This is an optimization exercise on Yosys and OpenROAD, whose aim is small area and a short achievable clock period, not a production implementation.
The RTL was checked by simulation tests, not by an equivalence proof against the original design.
Power is estimated from default activity; no workload was simulated.

File: design/flow/flow/downsize.tcl
# Set AOI21 cells that synthesis sized up back to drive strength 1.
set res orfs/results/$::env(FLOW_PLATFORM)/bullet_pool/base
read_db $res/1_synth.odb
set db [ord::get_db]
set m1 [$db findMaster sky130_fd_sc_hd__a21oi_1]
set n 0
foreach inst [[ord::get_db_block] getInsts] {
  if {[[$inst getMaster] getName] eq "sky130_fd_sc_hd__a21oi_2"} {
    $inst swapMaster $m1
    incr n
  }
}
puts "downsized $n a21oi_2 cells"
write_db $res/1_synth.odb
File: design/flow/design.v
module bullet_pool #(
   parameter int DATA_WIDTH    = 32,
   parameter int ADDRESS_WIDTH = 6,
   parameter int DEPTH         = 64
) (
   input  logic                     clk,
   input  logic                     reset_n,
   input  logic                     alloc_req,
   input  logic [DATA_WIDTH-1:0]    alloc_data,
   output logic                     alloc_ack,
   output logic                     alloc_fail,
   output logic [ADDRESS_WIDTH-1:0] alloc_addr,
   output logic                     full,
   output logic [ADDRESS_WIDTH:0]   count,
   input  logic                     wEn,
   input  logic [ADDRESS_WIDTH-1:0] wAddr,
   input  logic [DATA_WIDTH-1:0]    dataIn,
   input  logic                     free_req,
   input  logic [ADDRESS_WIDTH-1:0] free_addr,
   input  logic                     readEn,
   input  logic [ADDRESS_WIDTH-1:0] rAddr,
   output logic [DATA_WIDTH-1:0]    dataOut,
   output logic                     rValid,
   input  logic                     scan_start,
   output logic                     scan_busy,
   output logic                     scan_valid,
   output logic [ADDRESS_WIDTH-1:0] scan_addr,
   output logic [DATA_WIDTH-1:0]    scan_data,
   output logic                     scan_done
);
   localparam int DW = DATA_WIDTH;
   localparam int AW = ADDRESS_WIDTH;
   localparam int CW = ADDRESS_WIDTH + 1;
   logic [DEPTH-1:0][DW-1:0] mem;
   logic [DEPTH-1:0] valid;
   logic           ph;
   logic [DEPTH-1:0] wdec, fdec, rdec, sdec, lfree;
   logic [AW-1:0]    idx;
   logic             busy;
   always_comb begin
      for (int i = 0; i < DEPTH; i++) begin
         wdec[i] = (wAddr == AW'(i));
         fdec[i] = (free_addr == AW'(i));
         rdec[i] = (rAddr == AW'(i));
         sdec[i] = (idx == AW'(i));
      end
   end
   logic [AW-1:0] cand;
   logic [7:0]    gall, gpre, gsel;
   logic [7:0][2:0] genc;
   always_comb begin
      for (int g = 0; g < 8; g++) begin
         gall[g] = &valid[8*g +: 8];
         gpre[g] = 1'b1;
         for (int h = 0; h < g; h++) gpre[g] = gpre[g] & gall[h];
         gsel[g] = gpre[g] & ~gall[g];
         genc[g] = 3'd0;
         for (int j = 7; j >= 0; j--)
            if (!valid[8*g + j]) genc[g] = 3'(j);
      end
      for (int i = 0; i < DEPTH; i++) begin
         logic pin;
         pin = 1'b1;
         for (int j = 8 * (i / 8); j < i; j++) pin = pin & valid[j];
         lfree[i] = ~valid[i] & pin & gpre[i / 8];
      end
      cand = '0;
      for (int g = 0; g < 8; g++)
         cand = cand | ({AW{gsel[g]}} & {3'(g), genc[g]});
   end
   assign full = count[AW];
   logic do_alloc, do_free;
   logic [DEPTH-1:0] wa, wu, hold, valid_nxt;
   assign do_alloc = alloc_req & ~full;
   assign do_free  = free_req & |(fdec & valid);
   always_comb begin
      for (int i = 0; i < DEPTH; i++) begin
         wa[i]        = do_alloc & lfree[i];
         wu[i]        = wEn & wdec[i] & valid[i] & ~(free_req & fdec[i]);
         hold[i]      = ~(wa[i] | wu[i]);
         valid_nxt[i] = (valid[i] & ~(free_req & fdec[i])) | wa[i];
      end
   end
   logic [DW-1:0]    adata_n, udata_n;
   logic [DEPTH-1:0] wa_n, wu_n;
   assign adata_n = ~(alloc_data ^ {DW{ph}});
   assign udata_n = ~(dataIn ^ {DW{ph}});
   assign wa_n    = ~wa;
   assign wu_n    = ~wu;
   for (genvar i = 0; i < DEPTH; i++) begin : g_word
      for (genvar b = 0; b < DW; b++) begin : g_bit
         bp_cell u_cell (
            .clk(clk), .wa_n(wa_n[i]), .a_n(adata_n[b]), .wu_n(wu_n[i]), .u_n(udata_n[b]),
            .h(hold[i]), .q(mem[i][b])
         );
      end
   end
   logic [DEPTH-1:0] rsel_n, ssel_n;
   assign rsel_n = ~rdec;
   assign ssel_n = ~sdec;
   logic [DW-1:0] rmux, smux;
   logic          rv, sv;
   for (genvar b = 0; b < DW; b++) begin : g_rd
      logic [DEPTH-1:0] col;
      always_comb
         for (int i = 0; i < DEPTH; i++) col[i] = mem[i][b];
      bp_mux64 u_rmux (.d(col), .s_n(rsel_n), .y_n(rmux[b]));
      bp_mux64 u_smux (.d(col), .s_n(ssel_n), .y_n(smux[b]));
   end
   always_comb begin
      rv = 1'b0;
      sv = 1'b0;
      for (int i = 0; i < DEPTH; i++) begin
         rv = rv | (rdec[i] & valid[i]);
         sv = sv | (sdec[i] & valid[i]);
      end
   end
   logic [DW-1:0] rval, sval;
   assign rval      = ~(rmux ^ {DW{ph}});
   assign sval      = ~(smux ^ {DW{ph}});
   assign scan_busy = busy;
   logic [CW-1:0] cnt_inc, cnt_dec, cnt_nxt;
   bp_incdec #(.W(CW)) u_incdec (.a(count), .inc(cnt_inc), .dec(cnt_dec));
   always_comb begin
      case ({do_alloc, do_free})
         2'b10:   cnt_nxt = cnt_inc;
         2'b01:   cnt_nxt = cnt_dec;
         default: cnt_nxt = count;
      endcase
   end
   logic last;
   assign last = busy & (idx == AW'(DEPTH - 1));
   always_ff @(posedge clk or negedge reset_n) begin
      if (!reset_n) begin
         valid      <= '0;
         count      <= '0;
         ph         <= 1'b0;
         alloc_ack  <= 1'b0;
         alloc_fail <= 1'b0;
         alloc_addr <= '0;
         dataOut    <= '0;
         rValid     <= 1'b0;
         busy       <= 1'b0;
         idx        <= '0;
         scan_valid <= 1'b0;
         scan_done  <= 1'b0;
         scan_addr  <= '0;
         scan_data  <= '0;
      end else begin
         valid      <= valid_nxt;
         count      <= cnt_nxt;
         ph         <= ~ph;
         alloc_ack  <= do_alloc;
         alloc_fail <= alloc_req & full;
         alloc_addr <= cand;
         if (readEn) begin
            dataOut <= rval;
            rValid <= rv;
         end
         busy       <= busy ? ~last : scan_start;
         idx        <= idx + AW'(busy);
         scan_valid <= busy & sv;
         scan_done  <= last;
         scan_addr  <= idx;
         scan_data  <= sval;
      end
   end
endmodule
module bp_cell (
   input  logic clk,
   input  logic wa_n,
   input  logic a_n,
   input  logic wu_n,
   input  logic u_n,
   input  logic h,
   output logic q
);
   logic x, d;
   bp_oai22 u_x (.a1(wa_n), .a2(a_n), .b1(wu_n), .b2(u_n), .y(x));
   bp_aoi21 u_d (.a1(h), .a2(q), .b1(x), .y(d));
   always_ff @(posedge clk) q <= d;
endmodule
module bp_incdec #(
   parameter int W = 7
) (
   input  logic [W-1:0] a,
   output logic [W-1:0] inc,
   output logic [W-1:0] dec
);
   assign inc = a + W'(1);
   assign dec = a - W'(1);
endmodule
module bp_mux64 (
   input  logic [63:0] d,
   input  logic [63:0] s_n,
   output logic        y_n
);
   logic [31:0] l1;
   logic [15:0] l2;
   logic [3:0]  l3;
   logic [1:0]  l4;
   for (genvar g = 0; g < 32; g++) begin : g_l1
      bp_oai22 u (.a1(d[2*g]), .a2(s_n[2*g]), .b1(d[2*g+1]), .b2(s_n[2*g+1]), .y(l1[g]));
   end
   for (genvar g = 0; g < 16; g++) begin : g_l2
      bp_nor2 u (.a(l1[2*g]), .b(l1[2*g+1]), .y(l2[g]));
   end
   for (genvar g = 0; g < 4; g++) begin : g_l3
      bp_nand4 u (.a(l2[4*g]), .b(l2[4*g+1]), .c(l2[4*g+2]), .d(l2[4*g+3]), .y(l3[g]));
   end
   for (genvar g = 0; g < 2; g++) begin : g_l4
      bp_nor2 u (.a(l3[2*g]), .b(l3[2*g+1]), .y(l4[g]));
   end
   bp_nand2 u_l5 (.a(l4[0]), .b(l4[1]), .y(y_n));
endmodule
module bp_oai22 (
   input  logic a1, a2, b1, b2,
   output logic y
);
   assign y = ~((a1 | a2) & (b1 | b2));
endmodule
module bp_aoi21 (
   input  logic a1, a2, b1,
   output logic y
);
   assign y = ~((a1 & a2) | b1);
endmodule
module bp_nand4 (
   input  logic a, b, c, d,
   output logic y
);
   assign y = ~(a & b & c & d);
endmodule
module bp_nor2 (
   input  logic a, b,
   output logic y
);
   assign y = ~(a | b);
endmodule
module bp_nand2 (
   input  logic a, b,
   output logic y
);
   assign y = ~(a & b);
endmodule
File: design/flow/config.mk
export PLATFORM = sky130hd
export DESIGN_NAME = bullet_pool
export DESIGN_NICKNAME = bullet_pool
export VERILOG_FILES = /design/flow/design.v
export SDC_FILE = /design/flow/constraint.sdc
export NUM_CORES = 4
export LEC_CHECK = 0
export CAP_MARGIN = 20
export CORE_MARGIN = 2
export CORE_UTILIZATION = 40
export CTS_CLUSTER_DIAMETER = 60
export CTS_CLUSTER_SIZE = 20
export SLEW_MARGIN = 20
export SYNTH_HIERARCHICAL = 1
File: design/flow/standard.sh
#!/bin/bash
# synth_recipe.tcl (not shown) runs the flow's synth.tcl, then flattens the netlist and writes it again
# the make line also repeats each setting of config.mk as NAME=value (left out here)
make -C /OpenROAD-flow-scripts/flow DESIGN_CONFIG=/design/flow/config.mk WORK_HOME=/design/flow/orfs CLKGATE_MAP_FILE= SYNTH_SCRIPT=/design/flow/synth_recipe.tcl "${@:-finish}"
File: design/flow/flow/run.sh
#!/bin/bash
# Own layout flow: the standard flow, with two changes between synthesis and floorplan:
#  - AOI21 gates that synthesis upsized inside the tiny storage-bit modules are set back to
#    drive strength 1 (the resizer upsizes again wherever timing needs it);
#  - ports are buffered with buf_2 instead of the default delay-buffer cell.
# Each tool's full output goes to its own log file in this folder.
set -euo pipefail
RES=orfs/results/${FLOW_PLATFORM}/bullet_pool/base
bash standard.sh synth > flow_synth.log 2>&1
openroad -no_init -exit flow/downsize.tcl > flow_downsize.log 2>&1
touch ${RES}/1_synth.sdc
BUFFER_PORTS_ARGS="-buffer_cell sky130_fd_sc_hd__buf_2" bash standard.sh > flow_layout.log 2>&1
File: design/flow/constraint.sdc
create_clock -name core_clock -period 5.5 [get_ports {clk}]
set_input_delay 1.1000 -clock core_clock [delete_from_list [all_inputs] [get_ports {clk}]]
set_output_delay 1.1000 -clock core_clock [all_outputs]
set_load 0.01 [all_outputs]
==> flow_metrics.env, run 1 <==
export IMPL_run_status="no timing/DRC/antenna violations"
export IMPL_worstHoldPathType="primary input to asynchronous set/reset pin"
export IMPL_timing_setup_tns_ns=0
export IMPL_design_die_area_mm2=0.243
export IMPL_cts_num_sinks=2208
export IMPL_fin_skew_ns=0.0452
export IMPL_drt_iter0_drc=24300
export IMPL_grt_remaining_overflow=0
export IMPL_worstSetupPathType="flip-flop to flip-flop"
export IMPL_fin_cells=15500
export IMPL_post_cts_clock_slew_at_the_launch_and_capture_registers_of_the_worst_setup_and_hold_paths_ns=0.08
export IMPL_buffer_ports_inserted=178
export IMPL_cts_htree_levels=4
export IMPL_grt_pass1_wl_um=865000
export IMPL_initial_core_util_pct=40.2
export IMPL_place_gp_congestion=1.08
export IMPL_worst_endpoint_arrival_ns=5.82
export IMPL_grt_antenna_before_repair=56
export IMPL_route_antenna_remaining_nets=0
export IMPL_timing_hold_violations_final=0
export IMPL_drcViolationCount=0
export IMPL_final_cell_area_mm2=0.113
export IMPL_critical_path_max_stage_delay_ns=1.04
export IMPL_vdd_drop_max_mv=0.288
export IMPL_synth_cell_area_mm2=0.0956
export IMPL_place_hpwl_um=410000
export IMPL_rr_endpoint="scan_data[24]"
export IMPL_setup_reg_to_reg_worst_slack_ns=0.44
export IMPL_wire_per_inst_um=40.9
export IMPL_route_detailed_vias_per_inst=7.79
export IMPL_worst_slack_ns=0.436
export IMPL_timing_slew_headroom_pct=8.34
export IMPL_tightest_slew_ns=1.37
export IMPL_design_portCount=179
export IMPL_numCtsBuffers=177
export IMPL_fin_crit_ns=5.06
export IMPL_pre_repair_dr_iteration_count=31
export IMPL_leakage_power_figure_nw=43.0
export IMPL_grt_use_total_pct=49.5
export IMPL_setup_repair_after_global_routing_missed_its_margin="no"
export IMPL_cts_root_buffer="sky130_fd_sc_hd__clkbuf_16"
export IMPL_dp_worst_setup_slack_ns=0.511
export IMPL_dp_cells=15100
export IMPL_maxClockFrequency_ghz=0.197
export IMPL_total_chip_power_mw=49.5
export IMPL_wirelength_um=635000
export IMPL_post_cts_resize_count=0
export IMPL_fp_row_count=179
export IMPL_ys_warn_count=8
export IMPL_finalHoldWorstSlack_ns=0.256
export IMPL_synth_area_per_cell_um2=8.48
export IMPL_number_of_global_route_vias_before_repair=107000
export IMPL_die_w_um=493
export IMPL_synth_nets=11400
export IMPL_rr_worst_depth=10
export IMPL_pwr_density_cell_mw_per_mm2=439
export IMPL_routed_via_count=121000
export IMPL_ctsHoldBuffers=0
export IMPL_final_net_count=12300
export IMPL_critical_path_reg2reg_startpoint="idx[3]"
export IMPL_tritoncts_clock_tree="done"
export IMPL_finalCritPeriodShare_pct=92.1
export IMPL_critPathRequiredTime_ns=6.25
export IMPL_worstPathCellList="buf_4 -> nor4b_2 -> buf_4 -> nand2_1 -> o22ai_1 -> nor2_1 -> nand4_1 -> nor2_1 -> nand2_1 -> xnor2_1"
export IMPL_drive_gt1_share_pct=10.9
export IMPL_grt_start_max_net_pins=73
export IMPL_max_cap_viol_count=0
export IMPL_timing_critical_path_slowest_stage_cell="sky130_fd_sc_hd__nor2_1"
export IMPL_start_kind="flip-flop"
export IMPL_final_core_util_pct=47.4
export IMPL_critical_path_fanouts_max=17
export IMPL_clock_latency_ns=0.91
export IMPL_postPlaceCellArea_mm2=0.106
export IMPL_final_max_slew_viol_count=0
export IMPL_chipHeight_um=493
export IMPL_synthCells=11300
export IMPL_syn_to_final_growth_pct=17.8
export IMPL_design_core_area_mm2=0.238
export IMPL_critical_path_endpoint_type="flip-flop"
export IMPL_clk_path_buf_depth=3
export IMPL_cts_post_setup_buffers_inserted=0
export IMPL_final_setup_viol_count=0
## report_power, final
| group | switching, mW | internal (mW) | total, mW |
|---|---|---|---|
| Combinational | 12.1 | 3.92 | 16.0 |
| Sequential | 1.57 | 17.7 | 19.2 |
| Clock | 7.36 | 6.85 | 14.2 |
## cell type report
type / instances / area (µm²)
antenna: 50 / 125
clock buffer: 194 / 4640
clock inverter: 133 / 1550
fill: 23200 / 125000
inverter: 37 / 139
multi-input combinational: 8881 / 50400
sequential: 2208 / 45000
tap: 3167 / 3960
timing repair buffer: 857 / 6770
## placed cells by master (no fill, tap or decap), types with 10 or more instances in the layout
cell type	n
sky130_fd_sc_hd__nand4b_1	10
sky130_fd_sc_hd__xnor2_2	64
sky130_fd_sc_hd__inv_1	29
sky130_fd_sc_hd__xnor2_1	73
sky130_fd_sc_hd__nor2_1	1211
sky130_fd_sc_hd__nand3b_1	11
sky130_fd_sc_hd__dfxtp_1	2048
sky130_fd_sc_hd__nor4_1	15
sky130_fd_sc_hd__nand3_1	60
sky130_fd_sc_hd__a21oi_1	2074
sky130_fd_sc_hd__nand2b_1	32
sky130_fd_sc_hd__clkinv_4	24
sky130_fd_sc_hd__nand4_1	305
sky130_fd_sc_hd__or3_1	49
sky130_fd_sc_hd__buf_12	60
sky130_fd_sc_hd__diode_2	50
sky130_fd_sc_hd__inv_8	24
sky130_fd_sc_hd__clkbuf_16	179
sky130_fd_sc_hd__a22o_1	10
sky130_fd_sc_hd__o21ai_0	59
sky130_fd_sc_hd__and3_1	10
sky130_fd_sc_hd__a22oi_1	14
sky130_fd_sc_hd__nand2_1	404
sky130_fd_sc_hd__clkbuf_8	11
sky130_fd_sc_hd__nor3b_1	13
sky130_fd_sc_hd__mux2i_1	26
sky130_fd_sc_hd__a31oi_1	16
sky130_fd_sc_hd__buf_4	618
sky130_fd_sc_hd__and2_1	56
sky130_fd_sc_hd__nor3_1	26
sky130_fd_sc_hd__dfrtp_1	159
sky130_fd_sc_hd__nor2b_1	23
sky130_fd_sc_hd__o22ai_1	4101
sky130_fd_sc_hd__clkinvlp_4	12
sky130_fd_sc_hd__buf_2	177
sky130_fd_sc_hd__inv_6	30
sky130_fd_sc_hd__clkinv_8	10
sky130_fd_sc_hd__a21o_1	12
sky130_fd_sc_hd__mux2_2	39
## worst max-delay path by stage
stage,startpoint,endpoint,cells after the start
floorplan,ph,g_word[0].g_bit[0].u_cell.q,7
global placement,rAddr[0],dataOut[13],13
detailed placement,rAddr[0],dataOut[12],11
CTS,idx[3],scan_data[24],10
global route,idx[0],scan_data[4],12
finish,idx[3],scan_data[24],10
## flip-flops by register name, indices dropped and copies added, names as in the netlist
register	count
idx	6
dataOut	32
scan_addr	6
rValid	1
busy	1
alloc_addr	6
valid	64
alloc_ack	1
alloc_fail	1
g_word.g_bit.u_cell.q	2048
scan_valid	1
scan_done	1
count	7
ph	1
scan_data	32
## layer usage
layer | part of all wire, % | wire (µm) | global-route usage [%]
met1 | 34 | 214000 | 59.1
met4 | 11 | 70500 | 41.0
met2 | 39 | 245000 | 68.0
met3 | 16 | 105000 | 21.4
met5 | 0.090 | 570 | 1.49
## critical path: cells and delay by family, from the launching register on
kind                      cells  cell delay [ns]
xor gates and xnor gates      1             0.17
buffers and inverters         2             0.57
and+or+nand+nor               6             3.37
DFF                           1             0.61
AOI/OAI and AO/OA             1             0.20
==> run 2: changes to the inputs <==
--- a/design/flow/config.mk
+++ b/design/flow/config.mk
@@ -11,4 +11,5 @@
 export CTS_CLUSTER_DIAMETER = 60
 export CTS_CLUSTER_SIZE = 20
+export SETUP_SLACK_MARGIN = 2.3
 export SLEW_MARGIN = 20
 export SYNTH_HIERARCHICAL = 1
==> flow_metrics.env, run 2 <==
export IMPL_run_status="no timing/DRC/antenna violations"
export IMPL_leakage_power_figure_nw=47.5
export IMPL_buffer_ports_inserted=178
export IMPL_chipHeight_um=493
export IMPL_power_clock_fraction_pct=28.0
export IMPL_grt_pass1_wl_um=923000
export IMPL_timing_setup_tns_ns=0
export IMPL_largest_reg_flops=2048
export IMPL_max_cap_viol_count=0
export IMPL_design_portCount=179
export IMPL_registers_top_by_ff_count="g_word.g_bit.u_cell.q"
export IMPL_sequential_cell_area_mm2=0.0450
export IMPL_routed_via_count=125000
export IMPL_final_cell_mix="sky130_fd_sc_hd__o22ai_1 (4100), sky130_fd_sc_hd__dfxtp_1 (2048), sky130_fd_sc_hd__a21oi_1 (2012)"
export IMPL_cts_num_sinks=2208
export IMPL_drcViolationCount=0
export IMPL_power_sequential_fraction_pct=36.5
export IMPL_pwr_density_cell_mw_per_mm2=429
export IMPL_route_met2_wl_um=273000
export IMPL_area_of_the_multi_input_gates_mm2=0.0539
export IMPL_tightest_slew_ns=1.33
export IMPL_setup_repair_after_global_routing_missed_its_margin="yes"
export IMPL_grt_remaining_overflow=0
export IMPL_drive_gt1_share_pct=17.3
export IMPL_drt_iter0_drc=24200
export IMPL_start_kind="primary input"
export IMPL_maxClockFrequency_ghz=0.282
export IMPL_tritoncts_clock_tree="done"
export IMPL_final_net_count=12700
export IMPL_power_internal_mw=30.1
export IMPL_fp_row_count=179
export IMPL_synth_area_per_cell_um2=8.48
export IMPL_p_sw_share_pct=42.6
export IMPL_route_met3_wl_um=108000
export IMPL_setup_worst_path_start="rAddr[4]"
export IMPL_worstHoldPathType="primary input to asynchronous set/reset pin"
export IMPL_routedLengthMet1_um=227000
export IMPL_fin_cells=15900
export IMPL_final_core_util_pct=51.3
export IMPL_timing_hold_violations_final=0
export IMPL_maxUsedRoutingLayer="met5"
export IMPL_synth_cell_area_mm2=0.0956
export IMPL_wire_per_inst_um=44.1
export IMPL_design_die_area_mm2=0.243
export IMPL_grt_start_max_net_pins=68
export IMPL_cts_htree_levels=4
export IMPL_final_setup_viol_count=0
export IMPL_place_gp_congestion=1.06
export IMPL_die_w_um=493
export IMPL_fin_skew_ns=0.0862
export IMPL_post_cts_clock_slew_at_the_launch_and_capture_registers_of_the_worst_setup_and_hold_paths_ns=0.07
export IMPL_critPathRequiredTime_ns=6.28
export IMPL_grt_use_total_pct=53.6
export IMPL_route_antenna_remaining_nets=0
export IMPL_design_core_area_mm2=0.238
export IMPL_ys_warn_count=8
export IMPL_dp_cells=15200
export IMPL_number_of_global_route_vias_before_repair=111000
export IMPL_wirelength_um=702000
export IMPL_power_net_switching_mw=22.3
export IMPL_pre_repair_dr_iteration_count=27
export IMPL_final_cell_area_mm2=0.122
export IMPL_synth_nets=11400
export IMPL_syn_to_final_growth_pct=27.6
export IMPL_postPlaceCellArea_mm2=0.109
export IMPL_pwr_share_comb_pct=35.6
export IMPL_fin_crit_ns=3.55
export IMPL_finalCritPeriodShare_pct=64.6
export IMPL_critical_path_fanouts_max=8
export IMPL_initial_core_util_pct=40.2
export IMPL_top_regs="g_word.g_bit.u_cell.q: 2048 flops, valid: 64 flops"
export IMPL_clock_latency_ns=0.93
export IMPL_numCtsBuffers=180
export IMPL_ctsHoldBuffers=0
export IMPL_synthCells=11300
export IMPL_worstSetupPathType="primary input to flip-flop"
export IMPL_critical_path_reg2reg_startpoint="idx[0]"
export IMPL_fillerInstances=22300
export IMPL_vdd_drop_max_mv=0.378
export IMPL_final_common_cell="sky130_fd_sc_hd__o22ai_1"
export IMPL_critical_path_endpoint_type="flip-flop"
export IMPL_route_detailed_vias_per_inst=7.88
export IMPL_final_max_slew_viol_count=0
export IMPL_place_hpwl_um=428000
export IMPL_worst_endpoint_arrival_ns=4.34
export IMPL_timing_slew_headroom_pct=11.4
export IMPL_clk_path_buf_depth=3
export IMPL_grt_antenna_before_repair=53
export IMPL_cts_root_buffer="sky130_fd_sc_hd__clkbuf_16"
run 2: routing by layer:
metal / GRT usage, % / up-vias
li1: - / 48700
met1: 61.0 / 59900
met2: 74.7 / 12800
met3: 21.2 / 3869
met4: 53.8 / 30
met5: 0.235 / -
run 2: path summary, 6_finish.rpt:
| kind | slack [ns] | cells after the start | endpoint |
|---|---|---|---|
| max in group asynchronous | 4.00 | 2 | valid[21] |
| max | 1.95 | 14 | dataOut[31] |
| min | 0.21 | 1 | valid[3] |
| min in group core_clock | 0.46 | 1 | g_word[8].g_bit[30].u_cell.q |
| min reg2reg | 0.46 | 1 | g_word[8].g_bit[30].u_cell.q |
| max reg2reg | 1.98 | 12 | scan_data[21] |
run 2: critical path, stage by stage:
cell and delay (ns):
sky130_fd_sc_hd__buf_8 0.12, sky130_fd_sc_hd__buf_8 0.12, sky130_fd_sc_hd__nor2b_4 0.17, sky130_fd_sc_hd__clkbuf_16 0.24, sky130_fd_sc_hd__nand2_8 0.14, sky130_fd_sc_hd__buf_8 0.13, sky130_fd_sc_hd__o22ai_1 0.08, sky130_fd_sc_hd__nor2_1 0.18
sky130_fd_sc_hd__nand4_1 0.90, sky130_fd_sc_hd__nor2_2 0.44, sky130_fd_sc_hd__buf_6 0.21, sky130_fd_sc_hd__nand2_4 0.06, sky130_fd_sc_hd__xnor2_1 0.13, sky130_fd_sc_hd__mux2_4 0.27
run 2: per-stage QoR:
stage                     hold WS [ns]  setup slack [ns]  power (mW)
after detailed placement         0.449             0.301        34.5
final                            0.209              1.95        52.4
after global placement           0.439             0.207        34.4
after global routing             0.261              2.14        52.6
after floorplan                  0.352              1.94        25.3
after CTS                        0.290              2.17        49.6
run 2: power by group through the flow:
stage          registers, mW  clock network, mW  logic (mW)
2_1_floorplan           19.0                  0        6.29
3_3_place_gp            19.4                  0        15.0
3_5_place_dp            19.5                  0        15.0
4_1_cts                 19.1               14.5        16.0
5_1_grt                 19.3               15.1        18.2
6_report                19.1               14.7        18.6
run 2: final cells by class:
type	instances	share of cell area (%)
antenna	34	0.0697
clock buffer	202	3.87
clock inverter	129	1.37
inverter	37	0.129
multi-input combinational	8891	44.2
sequential	2208	36.9
tap	3167	3.25
timing repair buffer	1240	10.2
run 2: what timing repair did:
item,4_1_cts,5_1_grt
pin swaps,90,124
buffers inserted,75,181
gates cloned,29,39
endpoints found under the setup margin,1728,644
resized for setup,445,300
==> run 3: changes to the inputs <==
--- a/design/flow/design.v
+++ b/design/flow/design.v
@@ -35,5 +35,6 @@
    logic [DEPTH-1:0] valid;
    logic           ph;
-   logic [DEPTH-1:0] wdec, fdec, rdec, sdec, lfree;
+   logic [DEPTH-1:0] wdec, fdec, rdec, sdec, lfree, lfree_nxt, sdec_nxt;
+   logic [AW-1:0]    idx_nxt;
    logic [AW-1:0]    idx;
    logic             busy;
@@ -42,30 +43,25 @@
          wdec[i] = (wAddr == AW'(i));
          fdec[i] = (free_addr == AW'(i));
-         rdec[i] = (rAddr == AW'(i));
-         sdec[i] = (idx == AW'(i));
+         rdec[i]     = (rAddr == AW'(i));
+         sdec_nxt[i] = (idx_nxt == AW'(i));
       end
    end
    logic [AW-1:0] cand;
-   logic [7:0]    gall, gpre, gsel;
-   logic [7:0][2:0] genc;
+   logic [7:0]    gall, gpre;
    always_comb begin
       for (int g = 0; g < 8; g++) begin
-         gall[g] = &valid[8*g +: 8];
+         gall[g] = &valid_nxt[8*g +: 8];
          gpre[g] = 1'b1;
          for (int h = 0; h < g; h++) gpre[g] = gpre[g] & gall[h];
-         gsel[g] = gpre[g] & ~gall[g];
-         genc[g] = 3'd0;
-         for (int j = 7; j >= 0; j--)
-            if (!valid[8*g + j]) genc[g] = 3'(j);
       end
       for (int i = 0; i < DEPTH; i++) begin
          logic pin;
          pin = 1'b1;
-         for (int j = 8 * (i / 8); j < i; j++) pin = pin & valid[j];
-         lfree[i] = ~valid[i] & pin & gpre[i / 8];
+         for (int j = 8 * (i / 8); j < i; j++) pin = pin & valid_nxt[j];
+         lfree_nxt[i] = ~valid_nxt[i] & pin & gpre[i / 8];
       end
       cand = '0;
-      for (int g = 0; g < 8; g++)
-         cand = cand | ({AW{gsel[g]}} & {3'(g), genc[g]});
+      for (int i = 0; i < DEPTH; i++)
+         cand = cand | ({AW{lfree[i]}} & AW'(i));
    end
    assign full = count[AW];
@@ -120,4 +116,5 @@
    assign sval      = ~(smux ^ {DW{ph}});
    assign scan_busy = busy;
+   assign idx_nxt   = idx + AW'(busy);
    logic [CW-1:0] cnt_inc, cnt_dec, cnt_nxt;
    bp_incdec #(.W(CW)) u_incdec (.a(count), .inc(cnt_inc), .dec(cnt_dec));
@@ -134,4 +131,6 @@
       if (!reset_n) begin
          valid      <= '0;
+         lfree      <= DEPTH'(1);
+         sdec       <= DEPTH'(1);
          count      <= '0;
          ph         <= 1'b0;
@@ -149,4 +148,6 @@
       end else begin
          valid      <= valid_nxt;
+         lfree      <= lfree_nxt;
+         sdec       <= sdec_nxt;
          count      <= cnt_nxt;
          ph         <= ~ph;
@@ -159,5 +160,5 @@
          end
          busy       <= busy ? ~last : scan_start;
-         idx        <= idx + AW'(busy);
+         idx        <= idx_nxt;
          scan_valid <= busy & sv;
          scan_done  <= last;
--- a/design/flow/config.mk
+++ b/design/flow/config.mk
@@ -11,5 +11,5 @@
 export CTS_CLUSTER_DIAMETER = 60
 export CTS_CLUSTER_SIZE = 20
-export SETUP_SLACK_MARGIN = 2.3
+export SETUP_SLACK_MARGIN = 2.5
 export SLEW_MARGIN = 20
 export SYNTH_HIERARCHICAL = 1
==> flow_metrics.env, run 3 <==
export IMPL_wire_per_inst_um=43.7
export IMPL_place_gp_congestion=1.14
export IMPL_place_hpwl_um=408000
export IMPL_buffer_ports_inserted=178
export IMPL_syn_to_final_growth_pct=27.1
export IMPL_finalHoldWorstSlack_ns=0.145
export IMPL_grt_pass1_wl_um=911000
export IMPL_run_status="no timing/DRC/antenna violations"
export IMPL_largest_reg_flops=2048
export IMPL_worst_endpoint_arrival_ns=4.26
export IMPL_final_max_slew_viol_count=0
export IMPL_synthCells=11300
export IMPL_timing_slew_headroom_pct=8.29
export IMPL_final_core_util_pct=51.2
export IMPL_grt_antenna_before_repair=51
export IMPL_grt_start_max_net_pins=122
export IMPL_vdd_drop_max_mv=0.431
export IMPL_cts_num_sinks=2336
export IMPL_drt_iter0_drc=30100
export IMPL_pre_repair_dr_iteration_count=17
export IMPL_initial_core_util_pct=40.3
export IMPL_design_portCount=179
export IMPL_post_cts_clock_slew_at_the_launch_and_capture_registers_of_the_worst_setup_and_hold_paths_ns=0.09
export IMPL_fin_skew_ns=0.0559
export IMPL_critical_path_fanouts_max=8
export IMPL_final_setup_viol_count=0
export IMPL_grt_remaining_overflow=0
export IMPL_drcViolationCount=0
export IMPL_start_kind="primary input"
export IMPL_pwr_density_cell_mw_per_mm2=477
export IMPL_wirelength_um=693000
export IMPL_design_die_area_mm2=0.250
export IMPL_tritoncts_clock_tree="done"
export IMPL_clk_path_buf_depth=3
export IMPL_fillerInstances=22500
export IMPL_design_core_area_mm2=0.244
export IMPL_leakage_power_figure_nw=48.4
export IMPL_critPathRequiredTime_ns=6.33
export IMPL_route_antenna_remaining_nets=0
export IMPL_grt_use_total_pct=51.3
export IMPL_fin_crit_ns=3.44
export IMPL_setup_repair_after_global_routing_missed_its_margin="yes"
export IMPL_timing_hold_violations_final=0
export IMPL_max_cap_viol_count=0
export IMPL_finalCritPeriodShare_pct=62.5
export IMPL_final_net_count=12600
export IMPL_route_detailed_vias_per_inst=8.09
export IMPL_chipHeight_um=500
export IMPL_cts_htree_levels=4
export IMPL_synth_area_per_cell_um2=8.71
export IMPL_critical_path_endpoint_type="flip-flop"
export IMPL_worstHoldPathType="primary input to asynchronous set/reset pin"
export IMPL_routed_via_count=128000
export IMPL_die_w_um=500
export IMPL_clock_latency_ns=0.96
export IMPL_worstSetupPathType="primary input to flip-flop"
export IMPL_synth_nets=11400
export IMPL_postPlaceCellArea_mm2=0.110
export IMPL_tightest_slew_ns=1.38
export IMPL_numCtsBuffers=181
export IMPL_final_cell_mix="sky130_fd_sc_hd__o22ai_1 (4055), sky130_fd_sc_hd__a21oi_1 (2070), sky130_fd_sc_hd__dfxtp_1 (2048)"
export IMPL_number_of_global_route_vias_before_repair=113000
export IMPL_drive_gt1_share_pct=17.4
export IMPL_cts_root_buffer="sky130_fd_sc_hd__clkbuf_16"
export IMPL_final_cell_area_mm2=0.125
export IMPL_ys_warn_count=8
export IMPL_fp_row_count=181
export IMPL_registers_top_by_ff_count="g_word.g_bit.u_cell.q"
export IMPL_synth_cell_area_mm2=0.0982
export IMPL_final_common_cell="sky130_fd_sc_hd__o22ai_1"
export IMPL_maxClockFrequency_ghz=0.291
[run 3: through the flow]
| stage | instances | setup slack [ns] | power [mW] | setup TNS (ns) |
|---|---|---|---|---|
| after floorplan | 11300 | 2.14 | 28.2 | 0 |
| after global placement | 15000 | 0.0177 | 39.3 | 0 |
| after detailed placement | 15000 | -0.0248 | 39.4 | -0.0248 |
| after CTS | 15600 | 2.40 | 55.0 | 0 |
| after global routing | 15800 | 2.29 | 59.0 | 0 |
| final | 15900 | 2.06 | 59.6 | 0 |
[run 3: layout make-up]
| cell class | count | area, µm² | share of cell area (%) |
|---|---|---|---|
| multi-input cells | 8820 | 55400 | 44.3 |
| flip-flops and latches | 2336 | 48200 | 38.6 |
| repair buffers | 1042 | 10200 | 8.16 |
| clock buffers | 211 | 4890 | 3.92 |
| well taps | 3202 | 4010 | 3.21 |
| clock inverters | 124 | 1580 | 1.26 |
| inverters | 80 | 482 | 0.386 |
| diodes | 33 | 82.6 | 0.0661 |
| repair inverters | 7 | 71.3 | 0.0571 |
[run 3: final timing paths]
kind                             from  slack [ns]            end  cells past startpoint
hold reg to reg                idx[0]        0.42   scan_addr[0]                      0
setup / recovery             rAddr[1]        2.06    dataOut[24]                     13
max in group asynchronous     reset_n        3.91     dataOut[3]                      2
min in group core_clock    scan_start        0.39           busy                      3
hold / removal                reset_n        0.15         idx[3]                      1
setup reg to reg             sdec[28]        2.17  scan_data[30]                      7
[run 3: worst max-delay path: stages]
cell and delay, ns:
sky130_fd_sc_hd__buf_16 0.13, sky130_fd_sc_hd__nor4bb_4 0.17, sky130_fd_sc_hd__buf_4 0.16, sky130_fd_sc_hd__buf_12 0.17, sky130_fd_sc_hd__nand2_8 0.12, sky130_fd_sc_hd__buf_12 0.16, sky130_fd_sc_hd__o22ai_1 0.13, sky130_fd_sc_hd__nor2_2 0.16
sky130_fd_sc_hd__nand4_1 0.82, sky130_fd_sc_hd__nor2_4 0.52, sky130_fd_sc_hd__nand2_2 0.12, sky130_fd_sc_hd__xnor2_2 0.15, sky130_fd_sc_hd__mux2_4 0.29
[run 3: report_power, final]
part	switching (mW)	internal (mW)
Combinational	18.6	5.79
Clock	7.63	7.39
Sequential	1.56	18.6
[run 3: timing repair]
| item | in CTS | in global routing |
|---|---|---|
| buffers inserted | 178 | 191 |
| hold buffers | 0 | 0 |
| gates resized for setup | 448 | 415 |
| cloned | 54 | 34 |
| setup endpoints to repair | 1654 | 783 |
| pin swaps | 130 | 200 |
[run 3: per-layer routing]
metal  wire [µm]  up-vias  track usage [%]
met5        2100        -             3.18
li1            -    48600                -
met1      230000    61500             60.8
met3      141000     4053             32.2
met2      249000    14200             65.4
met4       72100       48             38.0
==> run 4: changes to the inputs <==
--- a/design/flow/config.mk
+++ b/design/flow/config.mk
@@ -6,10 +6,10 @@
 export NUM_CORES = 4
 export LEC_CHECK = 0
-export CAP_MARGIN = 20
+export CAP_MARGIN = 10
 export CORE_MARGIN = 2
 export CORE_UTILIZATION = 40
-export CTS_CLUSTER_DIAMETER = 60
+export CTS_CLUSTER_DIAMETER = 100
 export CTS_CLUSTER_SIZE = 20
 export SETUP_SLACK_MARGIN = 2.5
-export SLEW_MARGIN = 20
+export SLEW_MARGIN = 10
 export SYNTH_HIERARCHICAL = 1
==> flow_metrics.env, run 4 <==
export IMPL_p_sw_share_pct=47.5
export IMPL_chipHeight_um=500
export IMPL_start_kind="primary input"
export IMPL_grt_antenna_before_repair=63
export IMPL_setup_repair_after_global_routing_missed_its_margin="yes"
export IMPL_power_sequential_fraction_pct=36.1
export IMPL_max_cap_viol_count=0
export IMPL_grt_remaining_overflow=0
export IMPL_final_cell_mix="sky130_fd_sc_hd__o22ai_1 (4053), sky130_fd_sc_hd__a21oi_1 (2070), sky130_fd_sc_hd__dfxtp_1 (2048)"
export IMPL_syn_to_final_growth_pct=23.9
export IMPL_worst_endpoint_arrival_ns=4.40
export IMPL_final_max_slew_viol_count=0
export IMPL_cts_num_sinks=2336
export IMPL_tightest_slew_ns=1.44
export IMPL_final_common_cell="sky130_fd_sc_hd__o22ai_1"
export IMPL_leakage_power_figure_nw=47.0
export IMPL_wire_per_inst_um=43.8
export IMPL_drcViolationCount=0
export IMPL_timing_hold_violations_final=0
export IMPL_worst_slack_ns=1.91
export IMPL_fin_skew_ns=0.0518
export IMPL_power_clock_fraction_pct=20.5
export IMPL_final_setup_viol_count=0
export IMPL_timing_setup_tns_ns=0
export IMPL_grt_pass1_wl_um=912000
export IMPL_ctsHoldBuffers=0
export IMPL_worstSetupPathType="primary input to flip-flop"
export IMPL_numCtsBuffers=138
export IMPL_timing_slew_headroom_pct=3.69
export IMPL_place_hpwl_um=408000
export IMPL_initial_core_util_pct=40.3
export IMPL_finalHoldWorstSlack_ns=0.158
export IMPL_critical_path_fanouts_max=7
export IMPL_synth_area_per_cell_um2=8.71
export IMPL_design_core_area_mm2=0.244
export IMPL_wirelength_um=688000
export IMPL_critical_path_endpoint_type="flip-flop"
export IMPL_synth_cell_area_mm2=0.0982
export IMPL_final_net_count=12500
export IMPL_pwr_share_comb_pct=43.5
export IMPL_buffer_ports_inserted=178
export IMPL_grt_start_max_net_pins=122
export IMPL_tritoncts_clock_tree="done"
export IMPL_post_cts_clock_slew_at_the_launch_and_capture_registers_of_the_worst_setup_and_hold_paths_ns=0.09
export IMPL_route_antenna_remaining_nets=0
export IMPL_power_internal_mw=29.3
export IMPL_worstHoldPathType="primary input to asynchronous set/reset pin"
export IMPL_largest_reg_flops=2048
export IMPL_fp_row_count=181
export IMPL_design_portCount=179
export IMPL_total_chip_power_mw=55.8
export IMPL_vdd_drop_max_mv=0.389
export IMPL_design_die_area_mm2=0.250
export IMPL_routed_via_count=127000
export IMPL_cts_root_buffer="sky130_fd_sc_hd__clkbuf_16"
export IMPL_dp_worst_setup_slack_ns=0.00876
export IMPL_synth_nets=11400
export IMPL_pre_repair_dr_iteration_count=15
export IMPL_cts_htree_levels=4
export IMPL_clock_latency_ns=0.93
export IMPL_registers_top_by_ff_count="g_word.g_bit.u_cell.q"
export IMPL_number_of_global_route_vias_before_repair=113000
export IMPL_critPathRequiredTime_ns=6.31
export IMPL_clk_path_buf_depth=3
export IMPL_synthCells=11300
export IMPL_grt_use_total_pct=51.3
export IMPL_die_w_um=500
export IMPL_power_net_switching_mw=26.5
export IMPL_fin_crit_ns=3.59
export IMPL_route_detailed_vias_per_inst=8.11
export IMPL_pwr_density_cell_mw_per_mm2=458
export IMPL_drive_gt1_share_pct=16.2
export IMPL_fillerInstances=22800
export IMPL_place_gp_congestion=1.14
export IMPL_ys_warn_count=8
export IMPL_maxClockFrequency_ghz=0.278
export IMPL_drt_iter0_drc=29000
export IMPL_run_status="no timing/DRC/antenna violations"
export IMPL_finalCritPeriodShare_pct=65.3
export IMPL_final_core_util_pct=49.9
[run 4: cell type report]
class / count / area (µm²) / area share (%)
Inverter: 80 / 465 / 0.382
Timing Repair Buffer: 1012 / 9630 / 7.91
Timing Repair inverter: 6 / 62.6 / 0.0514
Multi-Input combinational cell: 8822 / 55200 / 45.4
Clock buffer: 187 / 3810 / 3.13
Clock inverter: 17 / 205 / 0.169
Antenna cell: 39 / 97.6 / 0.0802
Tap cell: 3202 / 4010 / 3.29
Sequential cell: 2336 / 48200 / 39.6
[run 4: worst paths after layout]
kind / start / endpoint / slack [ns] / cells past startpoint
max: rAddr[1] / dataOut[17] / 1.91 / 13
min: reset_n / scan_done / 0.16 / 1
max reg2reg: sdec[24] / scan_data[6] / 2.18 / 8
min reg2reg: idx[5] / scan_addr[5] / 0.44 / 0
max in group asynchronous: reset_n / scan_data[8] / 3.93 / 2
min in group core_clock: scan_start / busy / 0.42 / 3
[run 4: what timing repair did]
item	in CTS	in global routing
buffers inserted	203	143
hold endpoints to repair	0	0
setup endpoints to repair	1664	795
gates resized for setup	505	311
cloned	65	18
pin swaps	174	226
[run 4: routing by layer]
| layer | global-route usage, % | wire (µm) | vias to the layer above |
|---|---|---|---|
| li1 | - | - | 48300 |
| met1 | 60.3 | 228000 | 61000 |
| met2 | 65.6 | 247000 | 14000 |
| met3 | 32.1 | 138000 | 3958 |
| met4 | 37.8 | 70800 | 80 |
| met5 | 7.64 | 3540 | - |
[run 4: per-stage QoR]
step,area [µm²],std cells
after floorplan,101000,11300
after global placement,110000,15000
after detailed placement,110000,15000
after CTS,119000,15500
after global routing,122000,15700
final,122000,15700
[run 4: power by group through the flow]
stage	logic [mW]	clock network (mW)	registers, mW
floorplan	8.37	0	19.9
global placement	19.0	0	20.3
detailed placement	19.1	0	20.3
CTS	20.1	11.2	20.0
global route	23.1	11.8	20.2
finish	24.3	11.4	20.1
[run 4: worst max-delay path: stages]
cell	delay [ns]
sky130_fd_sc_hd__buf_16	0.11
sky130_fd_sc_hd__nor4bb_4	0.15
sky130_fd_sc_hd__buf_4	0.17
sky130_fd_sc_hd__buf_12	0.17
sky130_fd_sc_hd__nand2_8	0.09
sky130_fd_sc_hd__buf_12	0.18
sky130_fd_sc_hd__o22ai_1	0.13
sky130_fd_sc_hd__nor2_2	0.19
sky130_fd_sc_hd__nand4_1	0.70
sky130_fd_sc_hd__nor2_4	0.66
sky130_fd_sc_hd__nand2_2	0.18
sky130_fd_sc_hd__xnor2_1	0.19
sky130_fd_sc_hd__mux2_4	0.31
==> run 5: changes to the inputs <==
--- a/design/flow/design.v
+++ b/design/flow/design.v
@@ -73,5 +73,5 @@
       for (int i = 0; i < DEPTH; i++) begin
          wa[i]        = do_alloc & lfree[i];
-         wu[i]        = wEn & wdec[i] & valid[i] & ~(free_req & fdec[i]);
+         wu[i]        = wEn & wdec[i] & valid[i];
          hold[i]      = ~(wa[i] | wu[i]);
          valid_nxt[i] = (valid[i] & ~(free_req & fdec[i])) | wa[i];
--- a/design/flow/config.mk
+++ b/design/flow/config.mk
@@ -6,5 +6,5 @@
 export NUM_CORES = 4
 export LEC_CHECK = 0
-export CAP_MARGIN = 10
+export CAP_MARGIN = 20
 export CORE_MARGIN = 2
 export CORE_UTILIZATION = 40
@@ -12,4 +12,4 @@
 export CTS_CLUSTER_SIZE = 20
 export SETUP_SLACK_MARGIN = 2.5
-export SLEW_MARGIN = 10
+export SLEW_MARGIN = 20
 export SYNTH_HIERARCHICAL = 1
==> flow_metrics.env, run 5 <==
export IMPL_critPathRequiredTime_ns=6.20
export IMPL_final_common_cell="sky130_fd_sc_hd__o22ai_1"
export IMPL_grt_pass1_wl_um=931000
export IMPL_run_status="no timing/DRC/antenna violations"
export IMPL_number_of_global_route_vias_before_repair=111000
export IMPL_finalCritPeriodShare_pct=61.6
export IMPL_ctsHoldBuffers=0
export IMPL_timing_critical_path_slowest_stage_cell="sky130_fd_sc_hd__nor2_4"
export IMPL_start_kind="flip-flop"
export IMPL_cts_root_buffer="sky130_fd_sc_hd__clkbuf_16"
export IMPL_buffer_ports_inserted=178
export IMPL_timing_slew_headroom_pct=9.52
export IMPL_rr_endpoint="scan_data[23]"
export IMPL_route_detailed_vias_per_inst=8.04
export IMPL_rr_worst_depth=7
export IMPL_clk_path_buf_depth=3
export IMPL_synthCells=11300
export IMPL_tightest_slew_ns=1.36
export IMPL_final_setup_viol_count=0
export IMPL_dp_worst_setup_slack_ns=0.497
export IMPL_syn_to_final_growth_pct=24.0
export IMPL_pwr_density_cell_mw_per_mm2=458
export IMPL_fin_crit_ns=3.39
export IMPL_critical_path_max_stage_delay_ns=0.60
export IMPL_design_portCount=179
export IMPL_fin_cells=15800
export IMPL_initial_core_util_pct=40.3
export IMPL_design_core_area_mm2=0.243
export IMPL_critical_path_fanouts_max=11
export IMPL_grt_antenna_before_repair=38
export IMPL_grt_remaining_overflow=0
export IMPL_final_net_count=12600
export IMPL_worst_endpoint_arrival_ns=4.09
export IMPL_fin_skew_ns=0.0395
export IMPL_post_cts_clock_slew_at_the_launch_and_capture_registers_of_the_worst_setup_and_hold_paths_ns=0.09
export IMPL_largest_reg_flops=2048
export IMPL_worst_slack_ns=2.11
export IMPL_ys_warn_count=8
export IMPL_leakage_power_figure_nw=47.2
export IMPL_worstSetupPathType="flip-flop to flip-flop"
export IMPL_drt_iter0_drc=26600
export IMPL_synth_cell_area_mm2=0.0981
export IMPL_vdd_drop_max_mv=0.456
export IMPL_chipHeight_um=499
export IMPL_max_cap_viol_count=0
export IMPL_fp_row_count=181
export IMPL_worstPathCellList="clkinvlp_4 -> o22ai_1 -> nor2_1 -> nand4_1 -> nor2_4 -> nand2_1 -> xnor2_1"
export IMPL_critical_path_reg2reg_startpoint="sdec[23]"
export IMPL_grt_use_total_pct=52.8
export IMPL_route_antenna_remaining_nets=0
export IMPL_setup_repair_after_global_routing_missed_its_margin="yes"
export IMPL_maxClockFrequency_ghz=0.295
export IMPL_pre_repair_dr_iteration_count=15
export IMPL_design_die_area_mm2=0.249
export IMPL_worstHoldPathType="primary input to asynchronous set/reset pin"
export IMPL_finalHoldWorstSlack_ns=0.181
export IMPL_critical_path_endpoint_type="flip-flop"
export IMPL_drcViolationCount=0
export IMPL_cts_htree_levels=4
export IMPL_synth_area_per_cell_um2=8.71
export IMPL_routed_via_count=127000
export IMPL_timing_setup_tns_ns=0
export IMPL_drive_gt1_share_pct=15.7
export IMPL_registers_top_by_ff_count="g_word.g_bit.u_cell.q"
export IMPL_final_max_slew_viol_count=0
export IMPL_place_hpwl_um=430000
export IMPL_clock_latency_ns=0.88
export IMPL_synth_nets=11400
export IMPL_timing_hold_violations_final=0
export IMPL_wirelength_um=717000
export IMPL_die_w_um=499
export IMPL_setup_reg_to_reg_worst_slack_ns=2.11
export IMPL_grt_start_max_net_pins=112
export IMPL_final_cell_mix="sky130_fd_sc_hd__o22ai_1 (4073), sky130_fd_sc_hd__a21oi_1 (2062), sky130_fd_sc_hd__dfxtp_1 (2048)"
export IMPL_cts_num_sinks=2336
export IMPL_final_core_util_pct=50.0
export IMPL_place_gp_congestion=1.04
export IMPL_wire_per_inst_um=45.4
export IMPL_numCtsBuffers=137
export IMPL_tritoncts_clock_tree="done"
export IMPL_dp_cells=15100
[run 5: what timing repair did]
action	4_1_cts	5_1_grt
gates resized for setup	382	342
gates cloned	36	46
buffers inserted	66	324
pin swaps	79	193
endpoints found under the setup margin	1506	406
[run 5: worst max path at each step]
stage | start | endpoint | slack (ns) | depth (start not counted)
after floorplan | free_addr[0] | count[3] | 2.22 | 13
after global placement | rAddr[2] | dataOut[22] | 0.43 | 12
after detailed placement | rAddr[2] | dataOut[22] | 0.50 | 12
after CTS | rAddr[3] | dataOut[22] | 2.39 | 12
after global routing | sdec[15] | scan_data[27] | 2.26 | 9
final | sdec[23] | scan_data[23] | 2.11 | 7
[run 5: worst max-delay path, delay by kind of cell, from the launching register on]
| family | cells | cell delay (ns) |
|---|---|---|
| and+or+nand+nor | 4 | 2.04 |
| DFF | 1 | 0.54 |
| buffers and inverters | 1 | 0.31 |
| xor gates and xnor gates | 1 | 0.21 |
| AOI/OAI and AO/OA | 1 | 0.12 |
[run 5: per-stage QoR]
| stage | instance area [µm²] | total power, mW |
|---|---|---|
| after global placement | 110000 | 39.8 |
| after CTS | 116000 | 51.7 |
| after detailed placement | 110000 | 40.0 |
| after global routing | 122000 | 55.3 |
| after floorplan | 100000 | 28.1 |
| final | 122000 | 55.7 |
[run 5: layer usage]
layer,global-route usage (%),up-vias,part of all wire [%]
li1,-,48500,-
met2,73.2,13500,38
met5,3.01,-,0.24
met1,59.5,60700,32
met3,24.8,4142,17
met4,48.6,50,13
[run 5: power breakdown]
group / internal (mW) / total, mW / leakage, nW / switching (mW)
Sequential: 18.6 / 20.2 / 22.2 / 1.68
Combinational: 5.76 / 24.2 / 23.1 / 18.4
Clock: 4.84 / 11.3 / 1.90 / 6.45
[run 5: area by class of cell]
type,count,area (µm²)
Tap cell,3202,4010
Clock buffer,183,3670
Fill cell,22900,122000
Sequential cell,2336,48200
Multi-Input combinational cell,8804,54000
Antenna cell,20,50.0
Timing Repair Buffer,1142,11000
Timing Repair inverter,6,47.5
Inverter,77,437
Clock inverter,19,233
==> run 6: changes to the inputs <==
--- a/design/flow/config.mk
+++ b/design/flow/config.mk
@@ -11,5 +11,5 @@
 export CTS_CLUSTER_DIAMETER = 100
 export CTS_CLUSTER_SIZE = 20
-export SETUP_SLACK_MARGIN = 2.5
+export SETUP_SLACK_MARGIN = 2.7
 export SLEW_MARGIN = 20
 export SYNTH_HIERARCHICAL = 1
==> flow_metrics.env, run 6 <==
export IMPL_grt_antenna_before_repair=37
export IMPL_vdd_drop_max_mv=0.414
export IMPL_pwr_density_cell_mw_per_mm2=447
export IMPL_start_kind="primary input"
export IMPL_post_cts_clock_slew_at_the_launch_and_capture_registers_of_the_worst_setup_and_hold_paths_ns=0.10
export IMPL_worstSetupPathType="primary input to flip-flop"
export IMPL_fillerInstances=22500
export IMPL_fp_row_count=181
export IMPL_drive_gt1_share_pct=18.1
export IMPL_syn_to_final_growth_pct=27.5
export IMPL_buffer_ports_inserted=178
export IMPL_route_antenna_remaining_nets=0
export IMPL_run_status="no timing/DRC/antenna violations"
export IMPL_grt_pass1_wl_um=947000
export IMPL_worstHoldPathType="primary input to asynchronous set/reset pin"
export IMPL_synthCells=11300
export IMPL_final_core_util_pct=51.4
export IMPL_design_die_area_mm2=0.249
export IMPL_critical_path_fanouts_max=16
export IMPL_grt_use_total_pct=53.5
export IMPL_routed_via_count=129000
export IMPL_timing_setup_tns_ns=0
export IMPL_design_core_area_mm2=0.243
export IMPL_ys_warn_count=8
export IMPL_cts_root_buffer="sky130_fd_sc_hd__clkbuf_16"
export IMPL_wire_per_inst_um=45.0
export IMPL_timing_hold_violations_final=0
export IMPL_number_of_global_route_vias_before_repair=113000
export IMPL_cts_num_sinks=2336
export IMPL_sequential_cell_area_mm2=0.0483
export IMPL_largest_reg_flops=2048
export IMPL_drcViolationCount=0
export IMPL_numCtsBuffers=137
export IMPL_place_gp_congestion=1.05
export IMPL_synth_nets=11400
export IMPL_worst_endpoint_arrival_ns=4.37
export IMPL_maxClockFrequency_ghz=0.280
export IMPL_pre_repair_dr_iteration_count=22
export IMPL_max_cap_viol_count=0
export IMPL_fin_skew_ns=0.0661
export IMPL_timing_slew_headroom_pct=12.7
export IMPL_registers_top_by_ff_count="g_word.g_bit.u_cell.q"
export IMPL_design_portCount=179
export IMPL_synth_cell_area_mm2=0.0981
export IMPL_leakage_power_figure_nw=48.3
export IMPL_place_hpwl_um=418000
export IMPL_final_setup_viol_count=0
export IMPL_final_cell_mix="sky130_fd_sc_hd__o22ai_1 (4038), sky130_fd_sc_hd__a21oi_1 (2062), sky130_fd_sc_hd__dfxtp_1 (2048)"
export IMPL_critical_path_endpoint_type="flip-flop"
export IMPL_final_max_slew_viol_count=0
export IMPL_fin_crit_ns=3.57
export IMPL_clock_latency_ns=0.90
export IMPL_synth_area_per_cell_um2=8.71
export IMPL_grt_start_max_net_pins=136
export IMPL_critPathRequiredTime_ns=6.30
export IMPL_initial_core_util_pct=40.3
export IMPL_cts_htree_levels=4
export IMPL_grt_remaining_overflow=0
export IMPL_tightest_slew_ns=1.31
export IMPL_tritoncts_clock_tree="done"
export IMPL_die_w_um=499
export IMPL_area_of_the_multi_input_gates_mm2=0.0554
export IMPL_finalCritPeriodShare_pct=65.0
export IMPL_wirelength_um=716000
export IMPL_setup_repair_after_global_routing_missed_its_margin="yes"
export IMPL_drt_iter0_drc=28000
export IMPL_route_detailed_vias_per_inst=8.10
export IMPL_clk_path_buf_depth=3
export IMPL_final_common_cell="sky130_fd_sc_hd__o22ai_1"
export IMPL_chipHeight_um=499
export IMPL_final_net_count=12700
run 6: through the flow:
step | cell area, µm² | instances | hold WS (ns) | setup WS (ns) | power (mW)
global placement | 110000 | 15100 | 0.440 | 0.269 | 39.3
detailed placement | 110000 | 15100 | 0.449 | 0.215 | 39.5
finish | 125000 | 15900 | 0.148 | 1.93 | 55.9
global route | 125000 | 15900 | 0.191 | 2.07 | 55.3
floorplan | 101000 | 11300 | 0.371 | 2.21 | 28.3
CTS | 121000 | 15700 | 0.216 | 2.44 | 51.6
run 6: final cells by class:
| cell class | instances | share of cell area, % |
|---|---|---|
| timing repair buffer | 1251 | 10.2 |
| antenna | 36 | 0.0720 |
| clock inverter | 15 | 0.137 |
| tap | 3202 | 3.20 |
| timing repair inverter | 10 | 0.0690 |
| clock buffer | 183 | 2.96 |
| multi-input combinational | 8807 | 44.3 |
| inverter | 77 | 0.469 |
| sequential | 2336 | 38.6 |
run 6: worst max-delay path, stage by stage:
cell,delay (ns)
sky130_fd_sc_hd__buf_16,0.12
sky130_fd_sc_hd__nor4b_4,0.14
sky130_fd_sc_hd__buf_4,0.16
sky130_fd_sc_hd__nand2_4,0.11
sky130_fd_sc_hd__buf_12,0.18
sky130_fd_sc_hd__o22ai_1,0.12
sky130_fd_sc_hd__nor2_2,0.22
sky130_fd_sc_hd__nand4_1,0.95
sky130_fd_sc_hd__nor2_4,0.57
sky130_fd_sc_hd__buf_6,0.16
sky130_fd_sc_hd__nand2_2,0.05
sky130_fd_sc_hd__xnor2_1,0.14
sky130_fd_sc_hd__mux2_4,0.28
run 6: power breakdown:
part / internal [mW] / switching, mW / total [mW] / leakage [nW]
registers: 18.6 / 1.82 / 20.4 / 22.2
clock network: 4.78 / 6.51 / 11.3 / 1.88
logic: 6.00 / 18.3 / 24.3 / 24.3
total: 29.4 / 26.6 / 55.9 / 48.3
run 6: routing by layer:
metal  part of all wire [%]  global-route usage, %  wire length (µm)
met1                     32                   60.3            226000
met2                     37                   72.2            267000
met3                     18                   27.4            126000
met4                     13                   49.1             94700
met5                   0.21                   4.73              1500
run 6: timing repair:
item                                    in CTS  in global routing
buffers inserted                           329                207
endpoints found under the setup margin    2108                865
hold buffers                                 0                  0
cloned                                      71                 24
pin swaps                                  261                254
resized for setup                          786                420
run 6: path summary, 6_finish.rpt:
check	from	endpoint	slack (ns)	cells after the start
worst max-delay path	rAddr[1]	dataOut[15]	1.93	13
worst min-delay path	reset_n	scan_done	0.15	1
worst max register to register	sdec[24]	scan_data[11]	2.15	8
worst min register to register	g_word[29].g_bit[10].u_cell.q	g_word[29].g_bit[10].u_cell.q	0.46	1
max in group asynchronous	reset_n	rValid	3.97	2
min in group core_clock	scan_start	busy	0.45	3
==> run 7: changes to the inputs <==
--- a/design/flow/flow/run.sh
+++ b/design/flow/flow/run.sh
@@ -1,6 +1,7 @@
 #!/bin/bash
 # Own layout flow: the standard flow, with two changes between synthesis and floorplan:
-#  - AOI21 gates that synthesis upsized inside the tiny storage-bit modules are set back to
-#    drive strength 1 (the resizer upsizes again wherever timing needs it);
+#  - drive strengths only (flow/downsize.tcl): AOI21 gates that synthesis upsized inside the
+#    tiny storage-bit modules are set back to size 1, and the read-mux stages that drive the
+#    long column wires start at size 2 (the resizer still resizes wherever timing needs it);
 #  - ports are buffered with buf_2 instead of the default delay-buffer cell.
 # Each tool's full output goes to its own log file in this folder.
==> design/flow/flow/downsize.tcl (replaced) <==
# Drive-strength changes between synthesis and floorplan (no logic change):
#  - AOI21 gates that synthesis sized up inside the storage-bit modules go back to size 1;
#  - in the read multiplexer trees, the NAND4 stage fed by NOR2s and the NOR2 stage fed by
#    those NAND4s drive the long column wires, so they start at size 2.
set res orfs/results/$::env(FLOW_PLATFORM)/bullet_pool/base
read_db $res/1_synth.odb
set db [ord::get_db]
proc driver_master {net} {
  foreach it [$net getITerms] {
    if {[$it isOutputSignal]} { return [[[$it getInst] getMaster] getName] }
  }
  return ""
}
proc all_inputs_from {inst pat} {
  set n 0
  foreach it [$inst getITerms] {
    if {![$it isInputSignal]} continue
    set net [$it getNet]
    if {$net eq "NULL" || $net eq ""} { return 0 }
    if {![string match $pat [driver_master $net]]} { return 0 }
    incr n
  }
  return [expr {$n > 0}]
}
set a21 [$db findMaster sky130_fd_sc_hd__a21oi_1]
set nd4 [$db findMaster sky130_fd_sc_hd__nand4_2]
set nr2 [$db findMaster sky130_fd_sc_hd__nor2_2]
set na 0; set nn 0
set l3 {}
foreach inst [[ord::get_db_block] getInsts] {
  set m [[$inst getMaster] getName]
  if {$m eq "sky130_fd_sc_hd__a21oi_2"} {
    $inst swapMaster $a21
    incr na
  } elseif {$m eq "sky130_fd_sc_hd__nand4_1" && [all_inputs_from $inst "sky130_fd_sc_hd__nor2_*"]} {
    lappend l3 $inst
  }
}
foreach inst $l3 { $inst swapMaster $nd4 }
set n4 0
foreach inst [[ord::get_db_block] getInsts] {
  if {[[$inst getMaster] getName] eq "sky130_fd_sc_hd__nor2_1" && [all_inputs_from $inst "sky130_fd_sc_hd__nand4_2"]} {
    $inst swapMaster $nr2
    incr n4
  }
}
puts "downsized $na a21oi_2 cells; upsized [llength $l3] nand4 and $n4 nor2 cells"
write_db $res/1_synth.odb
--- a/design/flow/config.mk
+++ b/design/flow/config.mk
@@ -11,5 +11,5 @@
 export CTS_CLUSTER_DIAMETER = 100
 export CTS_CLUSTER_SIZE = 20
-export SETUP_SLACK_MARGIN = 2.7
+export SETUP_SLACK_MARGIN = 2.5
 export SLEW_MARGIN = 20
 export SYNTH_HIERARCHICAL = 1
==> flow_metrics.env, run 7 <==
export IMPL_run_status="no timing/DRC/antenna violations"
export IMPL_grt_remaining_overflow=0
export IMPL_final_max_slew_viol_count=0
export IMPL_clk_path_buf_depth=3
export IMPL_worst_slack_ns=2.13
export IMPL_finalCritPeriodShare_pct=61.3
export IMPL_globalRouteMet3Util_pct=26.9
export IMPL_fin_crit_ns=3.37
export IMPL_total_chip_power_mw=55.7
export IMPL_initial_core_util_pct=40.2
export IMPL_cts_htree_levels=4
export IMPL_setup_repair_after_global_routing_missed_its_margin="yes"
export IMPL_fp_row_count=183
export IMPL_worstPathCellList="buf_12 -> and4b_2 -> buf_6 -> nand2_8 -> buf_6 -> o22ai_1 -> nor2_2 -> nand4_2 -> nor2_4 -> nand2_1 -> xnor2_1 -> mux2_4"
export IMPL_place_gp_congestion=1.06
export IMPL_vdd_drop_max_mv=0.361
export IMPL_use_met2_pct=65.0
export IMPL_postPlaceCellArea_mm2=0.111
export IMPL_synth_cell_area_mm2=0.100
export IMPL_p_sw_share_pct=46.8
export IMPL_grt_pass1_wl_um=897000
export IMPL_place_hpwl_um=419000
export IMPL_design_core_area_mm2=0.249
export IMPL_critPathRequiredTime_ns=6.27
export IMPL_wire_per_inst_um=43.2
export IMPL_drcViolationCount=0
export IMPL_buffer_ports_inserted=178
export IMPL_fin_cells=15500
export IMPL_timing_critical_path_slowest_stage_cell="sky130_fd_sc_hd__nor2_4"
export IMPL_post_cts_clock_slew_at_the_launch_and_capture_registers_of_the_worst_setup_and_hold_paths_ns=0.09
export IMPL_worst_endpoint_arrival_ns=4.14
export IMPL_power_clock_fraction_pct=20.4
export IMPL_tightest_slew_ns=1.30
export IMPL_grt_antenna_before_repair=41
export IMPL_final_core_util_pct=47.7
export IMPL_die_w_um=504
export IMPL_registers_top_by_ff_count="g_word.g_bit.u_cell.q"
export IMPL_timing_slew_headroom_pct=13.2
export IMPL_cts_root_buffer="sky130_fd_sc_hd__clkbuf_16"
export IMPL_design_die_area_mm2=0.254
export IMPL_max_cap_viol_count=0
export IMPL_pwr_density_cell_mw_per_mm2=470
export IMPL_design_portCount=179
export IMPL_timing_critical_path_mode_cell="sky130_fd_sc_hd__buf_6"
export IMPL_clock_latency_ns=0.88
export IMPL_final_common_cell="sky130_fd_sc_hd__o22ai_1"
export IMPL_fin_skew_ns=0.0339
export IMPL_worstHoldPathType="primary input to asynchronous set/reset pin"
export IMPL_synthCells=11300
export IMPL_drive_gt1_share_pct=15.1
export IMPL_drt_iter0_drc=24200
export IMPL_finalHoldWorstSlack_ns=0.216
export IMPL_numCtsBuffers=138
export IMPL_critical_path_endpoint_type="flip-flop"
export IMPL_final_cell_area_mm2=0.119
export IMPL_start_kind="primary input"
export IMPL_number_of_global_route_vias_before_repair=109000
export IMPL_synth_nets=11400
export IMPL_wirelength_um=670000
export IMPL_worstPathBufferInverterCount=3
export IMPL_final_setup_viol_count=0
export IMPL_final_cell_mix="sky130_fd_sc_hd__o22ai_1 (4094), sky130_fd_sc_hd__a21oi_1 (2062), sky130_fd_sc_hd__dfxtp_1 (2048)"
export IMPL_ctsHoldBuffers=0
export IMPL_globalRouteMet1Util_pct=61.1
export IMPL_timing_critical_path_max_delay_family="simple AND/OR/NAND/NOR gates"
export IMPL_grt_start_max_net_pins=102
export IMPL_timing_hold_violations_final=0
export IMPL_final_net_count=12200
export IMPL_route_antenna_remaining_nets=0
export IMPL_power_sequential_fraction_pct=36.0
export IMPL_routed_via_count=122000
export IMPL_maxClockFrequency_ghz=0.297
export IMPL_syn_to_final_growth_pct=18.5
export IMPL_leakage_power_figure_nw=45.0
export IMPL_cts_num_sinks=2336
export IMPL_dp_worst_setup_slack_ns=0.663
export IMPL_route_detailed_vias_per_inst=7.85
export IMPL_worstSetupPathType="primary input to flip-flop"
export IMPL_timing_setup_tns_ns=0
export IMPL_tritoncts_clock_tree="done"
export IMPL_synth_area_per_cell_um2=8.88
export IMPL_pwr_share_comb_pct=43.5
export IMPL_setup_reg_to_reg_worst_slack_ns=2.27
export IMPL_grt_use_total_pct=49.4
export IMPL_ys_warn_count=8
export IMPL_critical_path_fanouts_max=16
export IMPL_chipHeight_um=504
export IMPL_largest_reg_flops=2048
export IMPL_dp_cells=15200
export IMPL_pre_repair_dr_iteration_count=14
export IMPL_power_net_switching_mw=26.1
export IMPL_critical_path_max_stage_delay_ns=0.60
export IMPL_grt_busiest_layer="met2"
export IMPL_power_internal_mw=29.6
[run 7: worst paths after layout]
check                           endpoint  startpoint  depth (start not counted)
setup / recovery             dataOut[26]    rAddr[1]                         12
min in group core_clock     scan_addr[0]      idx[0]                          0
setup reg to reg           scan_data[27]    sdec[53]                          8
max in group asynchronous  scan_data[23]     reset_n                          2
hold / removal                  sdec[58]     reset_n                          1
hold reg to reg             scan_addr[0]      idx[0]                          0
[run 7: final cells by class]
class,instances,area [µm²]
Sequential cell,2336,48200
Tap cell,3330,4170
Clock buffer,192,3850
Multi-Input combinational cell,8770,55300
Fill cell,23800,130000
Clock inverter,16,165
Antenna cell,20,50.0
Inverter,77,383
Timing Repair Buffer,759,6420
[run 7: layer usage]
layer | part of all wire, % | wire length, µm
met5 | 0.19 | 1260
met1 | 36 | 238000
met4 | 8.7 | 58000
met3 | 18 | 121000
met2 | 38 | 251000
[run 7: power groups by stage]
stage	Sequential [mW]	Combinational, mW	Clock [mW]
final	20.1	24.2	11.4
after global routing	20.2	23.6	11.9
after CTS	20.0	21.5	11.3
after detailed placement	20.3	21.1	0
after global placement	20.3	21.0	0
after floorplan	19.9	9.87	0
[run 7: repair_timing]
| action | CTS | global route |
|---|---|---|
| endpoints found under the setup margin | 1703 | 690 |
| gates cloned | 4 | 13 |
| buffers inserted | 40 | 39 |
| gates resized for setup | 320 | 176 |
| pin swaps | 45 | 39 |

## re-timing with driven ports
The results above use ideal ports. As a check the final layouts listed here were re-extracted and re-timed, cells and wires unchanged. Step 1 (the two cells are an assumption about what drives the block):
set clk [get_ports {clk}]
set_driving_cell -lib_cell sky130_fd_sc_hd__clkbuf_16 $clk
set_driving_cell -lib_cell sky130_fd_sc_hd__buf_2 [delete_from_list [all_inputs] $clk]
Step 2 times the ports against the registers' clock, not the clock port: input delays grow and output delays shrink by t, the midpoint of the rising clock arrivals with the driver on. Three values: no drivers, after step 1, after step 2; two values: the first two.
run | t (ns) | setup slack, ns | worst setup path at the end | worst slew at a driven data input, ns
run 1 | 0.989 | 0.436 / 0.436 / -0.455 | input to register | 0.30
run 2 | 0.997 | 1.949 / 1.866 / 0.869 | input to register | 0.27
run 3 | 1.036 | 2.062 / 1.943 / 0.906 | input to register | 0.37
run 4 | 0.993 | 1.908 / 1.742 / 0.749 | input to register | 0.36
run 5 | 0.964 | 2.114 / 2.062 / 1.098 | input to register | 0.26
run 6 | 0.980 | 1.927 / 1.838 / 0.858 | input to register | 0.28
run 7 | 0.964 | 2.130 / 2.050 / 1.086 | input to register | 0.25
With both steps, setup timing fails in run 1, where it was met with ideal ports. The setup slack of run 4, which loses most, moves by -0.166 ns with the drivers and by -1.159 ns with both steps.
